Background: an optimization exercise with open tools, aiming at small area, a short achievable clock period and few clock cycles. Do not read the settings as production practice. Power and IR drop assume default switching activity.

==> build 56 <==
==> flow/design.v (excerpt) <==
module requant_argmax_pipe #(
  parameter int ACC_W       = 25,
  parameter int OUT_W       = 8,
  parameter int MULT_W      = 16,
  parameter int SHIFT_W     = 5,
  parameter int NUM_CLASSES = 10,
  parameter int IDX_W       = $clog2(NUM_CLASSES)
) (
  input  logic                     clk,
  input  logic                     rst_n,
  input  logic                     cfg_load,
  input  logic signed [ACC_W-1:0]  cfg_bias,
  input  logic        [MULT_W-1:0] cfg_mult,
  input  logic       [SHIFT_W-1:0] cfg_shift,
  input  logic                     cfg_round,
  input  logic signed [OUT_W-1:0]  cfg_offset,
  input  logic signed [OUT_W-1:0]  cfg_min,
  input  logic signed [OUT_W-1:0]  cfg_max,
  output logic                     busy,
  input  logic                     in_valid,
  output logic                     in_ready,
  input  logic signed [ACC_W-1:0]  in_data,
  input  logic                     in_last,
  output logic                     out_valid,
  input  logic                     out_ready,
  output logic signed [OUT_W-1:0]  out_data,
  output logic                     out_last,
  output logic                     argmax_valid,
  output logic        [IDX_W-1:0]  argmax_idx,
  ...
clock: 12.0 ns
lec_check: 0
abc_area: 1
cap_margin: 20
core_margin: 2
core_utilization: 40
cts_buf_list: sky130_fd_sc_hd__clkbuf_16
cts_cluster_diameter: 100
cts_cluster_size: 30
slew_margin: 20
standard.sh (not shown) runs the stock make flow with config.mk's settings and CLKGATE_MAP_FILE= SYNTH_SCRIPT=/design/flow/synth_recipe.tcl, a recipe that flattens the netlist after the stock synthesis.
==> flow/flow/run.sh <==
#!/bin/bash
# The standard ORFS layout (standard.sh), with two changes to how it is
# made: repair_timing aims for 8.5 ns of setup slack at the design's clock
# period, and the port buffers are buf_2.
set -euo pipefail
bash standard.sh SETUP_SLACK_MARGIN=8.5 "BUFFER_PORTS_ARGS=-buffer_cell sky130_fd_sc_hd__buf_2" finish > standard_flow.log 2>&1
==> build 60 (differences from build 56) <==
--- a/flow/design.v
+++ b/flow/design.v
@@ -47,53 +47,28 @@
       bone_d[i] = mx[2*i] ^ (i == 0 ? 1'b0 : mx[2*i-1]);
     end
     for (int i = 0; i < 8; i++) begin
       btwo_d[i] = (mx[2*i+1] & ~mx[2*i] & ~(i == 0 ? 1'b0 : mx[2*i-1])) |
                   (~mx[2*i+1] & mx[2*i] & (i == 0 ? 1'b0 : mx[2*i-1]));
       bneg_d[i] = mx[2*i+1] & ~(mx[2*i] & (i == 0 ? 1'b0 : mx[2*i-1]));
     end
   end
-  logic cfg_en;
-  assign cfg_en = cfg_load && !busy_q && !in_valid;
-  always_ff @(posedge clk) begin
-    if (!rst_n) begin
-      bias_q   <= '0;
-      bone_q   <= 9'd1;
-      btwo_q   <= '0;
-      bneg_q   <= '0;
-      shift_q  <= '0;
-      rc_q     <= 1'b0;
-      offset_q <= '0;
-      min_q    <= OMIN;
-      max_q    <= OMAX;
-    end else if (cfg_en) begin
-      bias_q   <= cfg_bias;
-      bone_q   <= bone_d;
-      btwo_q   <= btwo_d;
-      bneg_q   <= bneg_d;
-      shift_q  <= cfg_shift;
-      rc_q     <= cfg_round && (cfg_shift != '0);
-      offset_q <= cfg_offset;
-      min_q    <= cfg_min;
-      max_q    <= cfg_max;
-    end
-  end
-  logic signed [24:0] d_q;
+  logic               run_q, rdy_q, busy_q;
+  logic               hv_q, hl_q, kv_q, kl_q;
+  logic signed [7:0]  hd_q, kd_q;
+  logic               vs_q, ls_q, vs_d;
+  logic               vt_q, lt_q, vt_d;
+  logic               vu_q, lu_q, vu_d;
+  assign in_ready  = rdy_q;
+  assign busy      = busy_q;
+  assign out_valid = hv_q;
+  assign out_data  = hd_q;
+  assign out_last  = hl_q;
   logic signed [25:0] s_q;
-  logic        [41:0] pa_q, pb_q;
-  logic        [10:0] u_q;
-  logic               fits_q, sgn_q;
-  logic               vd_q, vs_q, vt_q, vu_q;
-  logic               ld_q, ls_q, lt_q, lu_q;
-  logic signed [25:0] s_sum;
-  logic        [25:0] sadd_a, sadd_b;
-  assign sadd_a = {d_q[24], d_q};
-  assign sadd_b = {bias_q[24], bias_q};
-  assign s_sum = sadd_a + sadd_b;
   logic signed [25:0] s;
   logic        [41:0] pa, pb;
   logic        [8:0]  mul_one;
   logic        [7:0]  mul_two, mul_neg;
   assign s = s_q;
   assign mul_one = bone_q;
   assign mul_two = btwo_q;
   assign mul_neg = bneg_q;
@@ -1166,38 +1141,30 @@
   assign mul_w389 = ~mul_y7[26] ^ mul_y8[24] ^ mul_w312;
   assign mul_w390 = (~mul_y7[26] & mul_y8[24]) | (~mul_y7[26] & mul_w312) | (mul_y8[24] & mul_w312);
   logic mul_w391;
   logic mul_w392;
   assign mul_w391 = mul_y8[25] ^ 1'b1;
   assign mul_w392 = mul_y8[25] & 1'b1;
   assign pa = {mul_w391, mul_w389, mul_w387, mul_w385, mul_w383, mul_w381, mul_w379, mul_w377, mul_w375, mul_w373, mul_w371, mul_w369, mul_w367, mul_w365, mul_w363, mul_w361, mul_w359, mul_w357, mul_w355, mul_w353, mul_w351, mul_w349, mul_w347, mul_w345, mul_w343, mul_w341, mul_w339, mul_w337, mul_w335, mul_w333, mul_w331, mul_w329, mul_w327, mul_w325, mul_w323, mul_w321, mul_w319, mul_w317, mul_w315, mul_w313, mul_y0[1], mul_y0[0]};
   assign pb = {mul_w390, mul_w388, mul_w386, mul_w384, mul_w382, mul_w380, mul_w378, mul_w376, mul_w374, mul_w372, mul_w370, mul_w368, mul_w366, mul_w364, mul_w362, mul_w360, mul_w358, mul_w356, mul_w354, mul_w352, mul_w350, mul_w348, mul_w346, mul_w344, mul_w342, mul_w340, mul_w338, mul_w336, mul_w334, mul_w332, mul_w330, mul_w328, mul_w326, mul_w324, mul_w322, mul_w320, mul_w318, mul_w316, mul_w314, mul_neg1, 1'b0, mul_neg0};
+  logic [41:0] pa_q, pb_q;
   logic signed [41:0] p;
-  logic        [41:0] x0;
-  logic        [25:0] x1;
-  logic        [17:0] x2;
-  logic        [13:0] x3;
-  logic        [11:0] x4;
-  logic        [10:0] x5;
-  logic        [31:0] dif, msk;
-  logic               sg, fits_d;
   assign p = pa_q + pb_q;
+  logic signed [42:0] u;
+  logic [31:0] dif, msk;
+  logic fits_d;
   always_comb begin
-    sg     = p[41];
-    x0     = {p[40:0], 1'b0};
-    x1     = shift_q[4] ? x0[41:16] : x0[25:0];
-    x2     = shift_q[3] ? x1[25:8] : x1[17:0];
-    x3     = shift_q[2] ? x2[17:4] : x2[13:0];
-    x4     = shift_q[1] ? x3[13:2] : x3[11:0];
-    x5     = shift_q[0] ? x4[11:1] : x4[10:0];
-    dif    = p[40:9] ^ {32{sg}};
+    u      = $signed({p, 1'b0}) >>> shift_q;
+    dif    = p[40:9] ^ {32{p[41]}};
     for (int j = 0; j < 32; j++) msk[j] = (5'(j) >= shift_q);
     fits_d = ~|(dif & msk);
   end
+  logic [10:0] u_q;
+  logic fits_q, sgn_q;
   logic signed [11:0] kx, hi_d, lo_d, hi_q, lo_q;
   logic               mm_q;
   logic        [8:0]  t9;
   logic               gt, lt, selmax, selmin;
   logic signed [7:0]  res;
   always_comb begin
     kx     = $signed({{3{offset_q[7]}}, offset_q, rc_q});
     hi_d   = $signed({{3{max_q[7]}}, max_q, 1'b0}) + 12'sd2 - kx;
@@ -1205,123 +1172,130 @@
     t9     = u_q[8:0] + {offset_q, rc_q};
     gt     = $signed({u_q[10], u_q}) >= hi_q;
     lt     = $signed({u_q[10], u_q}) < lo_q;
     selmax = mm_q || (!fits_q && !sgn_q) || (fits_q && gt);
     selmin = (!fits_q && sgn_q) || (fits_q && lt);
     res    = selmax ? max_q : selmin ? min_q : t9[8:1];
   end
   always_ff @(posedge clk) begin
-    d_q    <= in_data;
-    ld_q   <= in_last;
-    s_q    <= s_sum;
-    ls_q   <= ld_q;
-    pa_q   <= pa;
-    pb_q   <= pb;
-    lt_q   <= ls_q;
-    u_q    <= x5;
-    fits_q <= fits_d;
-    sgn_q  <= sg;
-    lu_q   <= lt_q;
-    hi_q   <= hi_d;
-    lo_q   <= lo_d;
-    mm_q   <= min_q > max_q;
+    hi_q <= hi_d;
+    lo_q <= lo_d;
+    mm_q <= min_q > max_q;
   end
-  logic              rdy_q, busy_q;
-  logic        [2:0] n_q, n_d;
-  logic              acc, dlv, busy_d, rdy_d;
-  logic              ov_q, ol_q;
-  logic signed [7:0] od_q;
-  logic        [8:0] mem_q [0:5];
-  logic        [5:0] rp_q, wp_q;    
-  logic        [2:0] c_q;
-  logic        [8:0] rd0, rd1, newb, hnext;
-  logic        [5:0] rp1;
-  assign in_ready  = rdy_q;
-  assign busy      = busy_q;
-  assign out_valid = ov_q;
-  assign out_data  = od_q;
-  assign out_last  = ol_q;
+  logic push, pop, ld_head, hv_d, kv_d, cfg_en;
   always_comb begin
-    acc    = in_valid && rdy_q;
-    dlv    = ov_q && out_ready;
-    n_d    = n_q + 3'(acc) - 3'(dlv);
-    busy_d = acc || (n_q > 3'd1) || ((n_q == 3'd1) && !dlv);
-    rdy_d  = (n_q < 3'd5) || ((n_q == 3'd5) && (dlv || !acc)) || ((n_q == 3'd6) && dlv && !acc);
-    rp1    = {rp_q[4:0], rp_q[5]};
-    rd0    = '0;
-    rd1    = '0;
-    for (int i = 0; i < 6; i++) begin
-      rd0 = rd0 | (mem_q[i] & {9{rp_q[i]}});
-      rd1 = rd1 | (mem_q[i] & {9{rp1[i]}});
+    push    = run_q && vu_q;
+    pop     = hv_q && out_ready;
+    ld_head = pop || !hv_q;
+    if (ld_head) begin
+      hv_d = kv_q || push;
+      kv_d = kv_q && push;
+    end else begin
+      hv_d = 1'b1;
+      kv_d = kv_q || push;
     end
-    newb   = {res, lu_q};
-    hnext  = dlv ? ((c_q >= 3'd2) ? rd1 : newb) : ((c_q >= 3'd1) ? rd0 : newb);
+    vs_d = run_q ? in_valid : vs_q;
+    vt_d = run_q ? vs_q : vt_q;
+    vu_d = run_q ? vt_q : vu_q;
+    cfg_en = cfg_load && !busy_q && !in_valid;
   end
   always_ff @(posedge clk) begin
     if (!rst_n) begin
-      n_q    <= '0;
+      bias_q   <= '0;
+      bone_q   <= 9'd1;
+      btwo_q   <= '0;
+      bneg_q   <= '0;
+      shift_q  <= '0;
+      rc_q     <= 1'b0;
+      offset_q <= '0;
+      min_q    <= OMIN;
+      max_q    <= OMAX;
+    end else if (cfg_en) begin
+      bias_q   <= cfg_bias;
+      bone_q   <= bone_d;
+      btwo_q   <= btwo_d;
+      bneg_q   <= bneg_d;
+      shift_q  <= cfg_shift;
+      rc_q     <= cfg_round && (cfg_shift != '0);
+      offset_q <= cfg_offset;
+      min_q    <= cfg_min;
+      max_q    <= cfg_max;
+    end
+  end
+  always_ff @(posedge clk) begin
+    if (!rst_n) begin
+      run_q  <= 1'b1;
       rdy_q  <= 1'b1;
       busy_q <= 1'b0;
-      vd_q   <= 1'b0;
+      hv_q   <= 1'b0;
+      kv_q   <= 1'b0;
       vs_q   <= 1'b0;
       vt_q   <= 1'b0;
       vu_q   <= 1'b0;
-      ov_q   <= 1'b0;
-      rp_q   <= 6'd1;
-      wp_q   <= 6'd1;
-      c_q    <= '0;
     end else begin
-      n_q    <= n_d;
-      rdy_q  <= rdy_d;
-      busy_q <= busy_d;
-      vd_q   <= acc;
-      vs_q   <= vd_q;
-      vt_q   <= vs_q;
-      vu_q   <= vt_q;
-      ov_q   <= dlv ? ((c_q >= 3'd2) || vu_q) : ((c_q >= 3'd1) || vu_q);
-      if (dlv)  rp_q <= rp1;
-      if (vu_q) wp_q <= {wp_q[4:0], wp_q[5]};
-      c_q    <= c_q + 3'(vu_q) - 3'(dlv);
+      run_q  <= !kv_d;
+      rdy_q  <= !kv_d;
+      busy_q <= hv_d || kv_d || vs_d || vt_d || vu_d;
+      hv_q   <= hv_d;
+      kv_q   <= kv_d;
+      vs_q   <= vs_d;
+      vt_q   <= vt_d;
+      vu_q   <= vu_d;
     end
   end
   always_ff @(posedge clk) begin
-    od_q <= hnext[8:1];
-    ol_q <= hnext[0];
-    for (int i = 0; i < 6; i++)
-      if (vu_q && wp_q[i]) mem_q[i] <= newb;
+    if (run_q) begin
+      ls_q <= in_last;
+      s_q <= in_data + bias_q;
+      lt_q <= ls_q;
+      pa_q <= pa;
+      pb_q <= pb;
+      lu_q <= lt_q;
+      u_q <= u[10:0];
+      fits_q <= fits_d;
+      sgn_q <= p[41];
+    end
+    if (ld_head) begin
+      hd_q <= kv_q ? kd_q : res;
+      hl_q <= kv_q ? kl_q : lu_q;
+    end
+    if (push && !(ld_head && !kv_q)) begin
+      kd_q <= res;
+      kl_q <= lu_q;
+    end
   end
   logic                    hs, in_win, take;
   logic        [CW-1:0]    cnt_q, cnt_d;
   logic        [IDX_W-1:0] cand_idx_q, cand_idx_d, am_idx_q;
   logic signed [OUT_W-1:0] cand_val_q, cand_val_d, am_val_q;
   logic                    am_valid_q;
   assign argmax_valid = am_valid_q;
   assign argmax_idx   = am_idx_q;
   assign argmax_val   = am_val_q;
   always_comb begin
-    hs         = ov_q && out_ready;
+    hs         = hv_q && out_ready;
     in_win     = cnt_q < CW'(NUM_CLASSES);
-    take       = hs && in_win && (cnt_q == '0 || od_q > cand_val_q);
+    take       = hs && in_win && (cnt_q == '0 || hd_q > cand_val_q);
     cand_idx_d = take ? cnt_q[IDX_W-1:0] : cand_idx_q;
-    cand_val_d = take ? od_q : cand_val_q;
-    cnt_d      = !hs ? cnt_q : ol_q ? '0 : in_win ? cnt_q + CW'(1) : cnt_q;
+    cand_val_d = take ? hd_q : cand_val_q;
+    cnt_d      = !hs ? cnt_q : hl_q ? '0 : in_win ? cnt_q + CW'(1) : cnt_q;
   end
   always_ff @(posedge clk) begin
     if (!rst_n) begin
       cnt_q      <= '0;
       cand_idx_q <= '0;
       cand_val_q <= OMIN;
       am_valid_q <= 1'b0;
       am_idx_q   <= '0;
       am_val_q   <= OMIN;
     end else begin
       cnt_q      <= cnt_d;
       cand_idx_q <= cand_idx_d;
       cand_val_q <= cand_val_d;
-      am_valid_q <= hs && ol_q;
-      if (hs && ol_q) begin
+      am_valid_q <= hs && hl_q;
+      if (hs && hl_q) begin
         am_idx_q <= cand_idx_d;
         am_val_q <= cand_val_d;
       end
     end
   end
 endmodule
==> flow/config.mk (replaced) <==
export PLATFORM = sky130hd
export DESIGN_NAME = requant_argmax_pipe
export DESIGN_NICKNAME = requant_argmax_pipe
export VERILOG_FILES = /design/flow/design.v
export SDC_FILE = /design/flow/constraint.sdc
export NUM_CORES = 4
export LEC_CHECK = 0
export CAP_MARGIN = 20
export CORE_MARGIN = 2
export CORE_UTILIZATION = 40
export SLEW_MARGIN = 20
==> build 96 (differences from build 56) <==
--- a/flow/design.v
+++ b/flow/design.v
@@ -75,18 +75,17 @@
       offset_q <= cfg_offset;
       min_q    <= cfg_min;
       max_q    <= cfg_max;
     end
   end
   logic signed [24:0] d_q;
   logic signed [25:0] s_q;
   logic        [41:0] pa_q, pb_q;
-  logic        [10:0] u_q;
-  logic               fits_q, sgn_q;
+  logic        [41:0] p_q;
   logic               vd_q, vs_q, vt_q, vu_q;
   logic               ld_q, ls_q, lt_q, lu_q;
   logic signed [25:0] s_sum;
   logic        [25:0] sadd_a, sadd_b;
   assign sadd_a = {d_q[24], d_q};
   assign sadd_b = {bias_q[24], bias_q};
   assign s_sum = sadd_a + sadd_b;
   logic signed [25:0] s;
@@ -1167,64 +1166,59 @@
   assign mul_w390 = (~mul_y7[26] & mul_y8[24]) | (~mul_y7[26] & mul_w312) | (mul_y8[24] & mul_w312);
   logic mul_w391;
   logic mul_w392;
   assign mul_w391 = mul_y8[25] ^ 1'b1;
   assign mul_w392 = mul_y8[25] & 1'b1;
   assign pa = {mul_w391, mul_w389, mul_w387, mul_w385, mul_w383, mul_w381, mul_w379, mul_w377, mul_w375, mul_w373, mul_w371, mul_w369, mul_w367, mul_w365, mul_w363, mul_w361, mul_w359, mul_w357, mul_w355, mul_w353, mul_w351, mul_w349, mul_w347, mul_w345, mul_w343, mul_w341, mul_w339, mul_w337, mul_w335, mul_w333, mul_w331, mul_w329, mul_w327, mul_w325, mul_w323, mul_w321, mul_w319, mul_w317, mul_w315, mul_w313, mul_y0[1], mul_y0[0]};
   assign pb = {mul_w390, mul_w388, mul_w386, mul_w384, mul_w382, mul_w380, mul_w378, mul_w376, mul_w374, mul_w372, mul_w370, mul_w368, mul_w366, mul_w364, mul_w362, mul_w360, mul_w358, mul_w356, mul_w354, mul_w352, mul_w350, mul_w348, mul_w346, mul_w344, mul_w342, mul_w340, mul_w338, mul_w336, mul_w334, mul_w332, mul_w330, mul_w328, mul_w326, mul_w324, mul_w322, mul_w320, mul_w318, mul_w316, mul_w314, mul_neg1, 1'b0, mul_neg0};
   logic signed [41:0] p;
+  assign p = pa_q + pb_q;
   logic        [41:0] x0;
-  logic        [25:0] x1;
   logic        [17:0] x2;
-  logic        [13:0] x3;
-  logic        [11:0] x4;
   logic        [10:0] x5;
-  logic        [31:0] dif, msk;
-  logic               sg, fits_d;
-  assign p = pa_q + pb_q;
+  logic        [32:0] msk;
+  logic               sg, fits;
   always_comb begin
-    sg     = p[41];
-    x0     = {p[40:0], 1'b0};
-    x1     = shift_q[4] ? x0[41:16] : x0[25:0];
-    x2     = shift_q[3] ? x1[25:8] : x1[17:0];
-    x3     = shift_q[2] ? x2[17:4] : x2[13:0];
-    x4     = shift_q[1] ? x3[13:2] : x3[11:0];
-    x5     = shift_q[0] ? x4[11:1] : x4[10:0];
-    dif    = p[40:9] ^ {32{sg}};
-    for (int j = 0; j < 32; j++) msk[j] = (5'(j) >= shift_q);
-    fits_d = ~|(dif & msk);
+    sg   = p_q[41];
+    x0   = {p_q[40:0], 1'b0};
+    x2   = '0;
+    for (int j = 0; j < 4; j++)
+      x2 = x2 | (x0[8*j +: 18] & {18{shift_q[4:3] == 2'(j)}});
+    x5   = '0;
+    for (int j = 0; j < 8; j++)
+      x5 = x5 | (x2[j +: 11] & {11{shift_q[2:0] == 3'(j)}});
+    for (int j = 0; j < 33; j++) msk[j] = (6'(j) >= {1'b0, shift_q});
+    fits = (&(p_q[41:9] | ~msk)) || !(|(p_q[41:9] & msk));
   end
   logic signed [11:0] kx, hi_d, lo_d, hi_q, lo_q;
   logic               mm_q;
   logic        [8:0]  t9;
   logic               gt, lt, selmax, selmin;
   logic signed [7:0]  res;
   always_comb begin
     kx     = $signed({{3{offset_q[7]}}, offset_q, rc_q});
     hi_d   = $signed({{3{max_q[7]}}, max_q, 1'b0}) + 12'sd2 - kx;
     lo_d   = $signed({{3{min_q[7]}}, min_q, 1'b0}) - kx;
-    t9     = u_q[8:0] + {offset_q, rc_q};
-    gt     = $signed({u_q[10], u_q}) >= hi_q;
-    lt     = $signed({u_q[10], u_q}) < lo_q;
-    selmax = mm_q || (!fits_q && !sgn_q) || (fits_q && gt);
-    selmin = (!fits_q && sgn_q) || (fits_q && lt);
+    t9     = x5[8:0] + {offset_q, rc_q};
+    gt     = $signed({x5[10], x5}) >= hi_q;
+    lt     = $signed({x5[10], x5}) < lo_q;
+    selmax = mm_q || (!fits && !sg) || (fits && gt);
+    selmin = (!fits && sg) || (fits && lt);
     res    = selmax ? max_q : selmin ? min_q : t9[8:1];
   end
   always_ff @(posedge clk) begin
     d_q    <= in_data;
     ld_q   <= in_last;
     s_q    <= s_sum;
     ls_q   <= ld_q;
     pa_q   <= pa;
     pb_q   <= pb;
     lt_q   <= ls_q;
-    u_q    <= x5;
-    fits_q <= fits_d;
-    sgn_q  <= sg;
+    p_q    <= p;
     lu_q   <= lt_q;
     hi_q   <= hi_d;
     lo_q   <= lo_d;
     mm_q   <= min_q > max_q;
   end
   logic              rdy_q, busy_q;
   logic        [2:0] n_q, n_d;
   logic              acc, dlv, busy_d, rdy_d;
==> flow/config.mk (replaced) <==
export PLATFORM = sky130hd
export DESIGN_NAME = requant_argmax_pipe
export DESIGN_NICKNAME = requant_argmax_pipe
export VERILOG_FILES = /design/flow/design.v
export SDC_FILE = /design/flow/constraint.sdc
export NUM_CORES = 4
export LEC_CHECK = 0
export CAP_MARGIN = 20
export CORE_MARGIN = 2
export CORE_UTILIZATION = 40
export CTS_CLUSTER_DIAMETER = 80
export CTS_CLUSTER_SIZE = 25
export SLEW_MARGIN = 20
==> comparison <==
- Build 60 finished clean. Build 96 completed without violations. Build 56 passed the timing, DRC and antenna checks.
- Between build 60 and build 56, the lower core utilization is in build 56 (gap 3.5 points).
- Total power, highest first: build 56, build 96, build 60.
- In build 96 the register-to-register slack is lower than in build 56, by 0.57 ns.
- Synthesized cell count, lowest first: build 60, build 96, build 56.
- Cell area: build 96 < build 56 < build 60.
- Die area, highest first: build 56, build 96, build 60.
- Routed wire length: build 96 < build 60 < build 56.
- Setup slack, highest first: build 56, build 96, build 60.
- Sequential power, highest first: build 96, build 56, build 60.
No run of this note included a check of the RTL's function; only the layout flow was run.

-- static timing again, ports no longer ideal --
The flow's constraints put no driver on any port. The routed layouts listed below were extracted and timed again, unchanged, in two steps. Step 1: set_driving_cell puts a clkbuf_16 on clk and a buf_2 on each other input, an assumption about the parent block. Step 2 also shifts input and output timing later by t, the mid clock arrival at the registers, as if the neighbouring blocks saw the same clock. Slacks: no drivers / after step 1 / after step 2; pairs: no drivers / after step 1.
run	t (ns)	setup WS [ns]	worst register clock-pin slew, ns	worst data-port slew with drivers (ns)	cell pins on the clock port's net
build 56	0.627	8.519 / 8.456 / 8.116	0.12 / 0.12	0.14	1
build 60	0.609	7.699 / 7.695 / 7.087	0.06 / 0.06	0.07	1
build 96	0.645	8.033 / 8.033 / 7.986	0.10 / 0.10	0.06	1
After both steps every run listed still meets setup and hold. The setup slack of build 60, which loses most, moves by -0.004 ns with the drivers and by -0.612 ns with both steps.
